This is an optimization exercise on Yosys and OpenROAD, whose aim is small area, a short achievable clock period and few clock cycles per item, not a production implementation. Only simulation tests tie the RTL to the original design; equivalence was not proved. Power and IR drop assume default switching activity.

Setup of the reference run:
## mips_core_top
module mips_core_top
#(
  parameter int unsigned IMEM_AW = 8,
  parameter int unsigned DMEM_AW = 6
) (
  input  wire logic          clk,
  input  wire logic          rst_n_i,
  input  wire mips_isa_pkg::instr_t        imem_data_i,
  output logic [IMEM_AW-1:0] imem_addr_o,
  output logic               wb_en_o,
  output mips_isa_pkg::reg_idx_t           wb_reg_o,
  output mips_core_pkg::word_t              wb_data_o
);
Size: roughly 7700 cells after synthesis, about 80 I/O pins, roughly 130000 um^2 of cells after synthesis.
==> flow/config.mk <==
export PLATFORM = sky130hd
export DESIGN_NAME = mips_core_top
export DESIGN_NICKNAME = mips_core_top
export VERILOG_FILES = /design/flow/design.v
export SDC_FILE = /design/flow/constraint.sdc
export NUM_CORES = 4
export LEC_CHECK = 0
export CAP_MARGIN = 20
export CORE_MARGIN = 2
export CORE_UTILIZATION = 45
export CTS_CLUSTER_DIAMETER = 60
export CTS_CLUSTER_SIZE = 24
export SETUP_SLACK_MARGIN = 4.0
export SLEW_MARGIN = 20
export TNS_END_PERCENT = 5
==> flow/constraint.sdc <==
create_clock -name core_clock -period 7.0 [get_ports {clk}]
set_input_delay 1.4000 -clock core_clock [delete_from_list [all_inputs] [get_ports {clk}]]
set_output_delay 1.4000 -clock core_clock [all_outputs]
set_load 0.01 [all_outputs]
standard.sh (not shown) runs the stock make flow with config.mk's settings and CLKGATE_MAP_FILE= SYNTH_SCRIPT=/design/flow/synth_recipe.tcl, a recipe that flattens the netlist after the stock synthesis.
==> flow/flow/run.sh <==
#!/bin/bash
# Own flow: the standard ORFS flow (standard.sh, all steps unchanged)
# with two additions:
#  - the port buffers are buf_4 cells (the default pick is a slow delay cell)
#  - after global routing, one more setup repair over every endpoint below
#    the margin (post_grt.tcl), then legalization and incremental routing
# The make output goes to standard.log; ORFS keeps each step's log under
# orfs/logs.
set -euo pipefail
here=$(cd "$(dirname "$0")" && pwd)
export BUFFER_PORTS_ARGS="-buffer_cell sky130_fd_sc_hd__buf_4"
export POST_GLOBAL_ROUTE_TCL="$here/post_grt.tcl"
export EXTRA_SETUP_MARGIN=3.8
export EXTRA_TNS=100
bash standard.sh > standard.log 2>&1
==> flow/flow/post_grt.tcl <==
# own flow: after global routing, a second setup repair over every endpoint
# below the margin, then legalize and update the global routes
puts "own flow: extra setup repair after global route, margin $::env(EXTRA_SETUP_MARGIN)"
estimate_parasitics -global_routing
report_worst_slack
global_route -start_incremental
repair_timing -setup -setup_margin $::env(EXTRA_SETUP_MARGIN) -repair_tns $::env(EXTRA_TNS) -verbose
detailed_placement
global_route -end_incremental
estimate_parasitics -global_routing
report_worst_slack
Testbench counts of the reference run, summed over its fixed seeds: cycles 19,426, instrs 18,432.
Here is what was changed in the inputs of the trial run compared with the reference run.
--- a/flow/design.v
+++ b/flow/design.v
@@ -212,25 +212,25 @@
         if (i >= (1 << l)) begin
           gg[l+1][i] = gg[l][i] | (pg[l][i] & gg[l][i - (1 << l)]);
           pg[l+1][i] = pg[l][i] & pg[l][i - (1 << l)];
         end else begin
           gg[l+1][i] = gg[l][i];
           pg[l+1][i] = pg[l][i];
         end
       end
     end
     cy = {gg[5][30:0], ex_sub_q};
   end
   assign sum  = pg[0] ^ cy;
-  assign slt  = (a[31] ^ b[31]) ? a[31] : !cy[31];
+  assign slt  = (a[31] ^ b[31]) ? a[31] : sum[31];
   assign alu = ({32{ex_add_q || ex_sub_q && !ex_slt_q}} & sum)
              | ({32{ex_and_q}} & (a & b))
              | ({32{ex_or_q}}  & (a | b))
              | {31'd0, ex_slt_q & slt};
   assign sdat = b;
   logic [31:0] mem_sd_q;
   logic        mem_sf_q;    
   always_ff @(posedge clk or negedge rst_n_i) begin
     if (!rst_n_i) begin
       mem_wr_q <= 1'b0;
       mem_ld_q <= 1'b0;
     end else begin
Compared with the reference run, in the trial run post-route fraction of the period consumed by the critical path grew by 1.5 points; total vias in the final route shrank by about 0.9%; minimum setup slack after placement grew by 0.077 ns. Internal power component went down slightly going from the reference run to the trial run. Wire: the trial run routes less than the reference run. The trial run went all the way through synthesis, placement and routing and the layout is clean on timing, DRC and antenna. Between the reference run and the trial run, the difference in fraction of the yosys area taken by sequential cells is negligible. Summary of the trial run over the reference run: met3 demand-to-capacity share in global routing fell 2.0 points; source-to-sink clock delay at the later pin of the worst-skew pair picked up an extra 0.02 ns. The termination of the worst setup path comes out ex_b_q[7] in one run and r2_q[14] in the other, namely in the reference run and the trial run respectively.
Testbench counts of the trial run, summed over its fixed seeds: cycles 19,426, instrs 18,432.

[separate check: timing with driven ports]
In the flow no input, the clock included, has a driving cell. The finished layouts below were timed again as built, in two steps. Step 1 (the two cells are an assumption about what drives the block):
set clk [get_ports {clk}]
set_driving_cell -lib_cell sky130_fd_sc_hd__clkbuf_16 $clk
set_driving_cell -lib_cell sky130_fd_sc_hd__buf_2 [delete_from_list [all_inputs] $clk]
Step 2 adds t to the input delays and takes it off the output delays; t is the mean of the earliest and latest rising clock arrival at the registers after step 1. Input paths then give back, and output paths get back, about the clock's delay inside the block. Slacks: ideal ports / drivers / drivers and shift; pairs: ideal ports / drivers.
| run | shift t [ns] | setup WS [ns] | hold slack, ns |
|---|---|---|---|
| the reference run | 1.006 | 3.624 / 3.624 / 3.493 | 0.351 / 0.290 / 0.420 |
| the trial run | 1.025 | 3.521 / 3.521 / 3.359 | 0.298 / 0.222 / 0.401 |
After both steps setup and hold are still met in every run listed. For the trial run, which loses most, drivers alone change the setup slack by 0.000 ns; drivers and shift together by -0.162 ns.
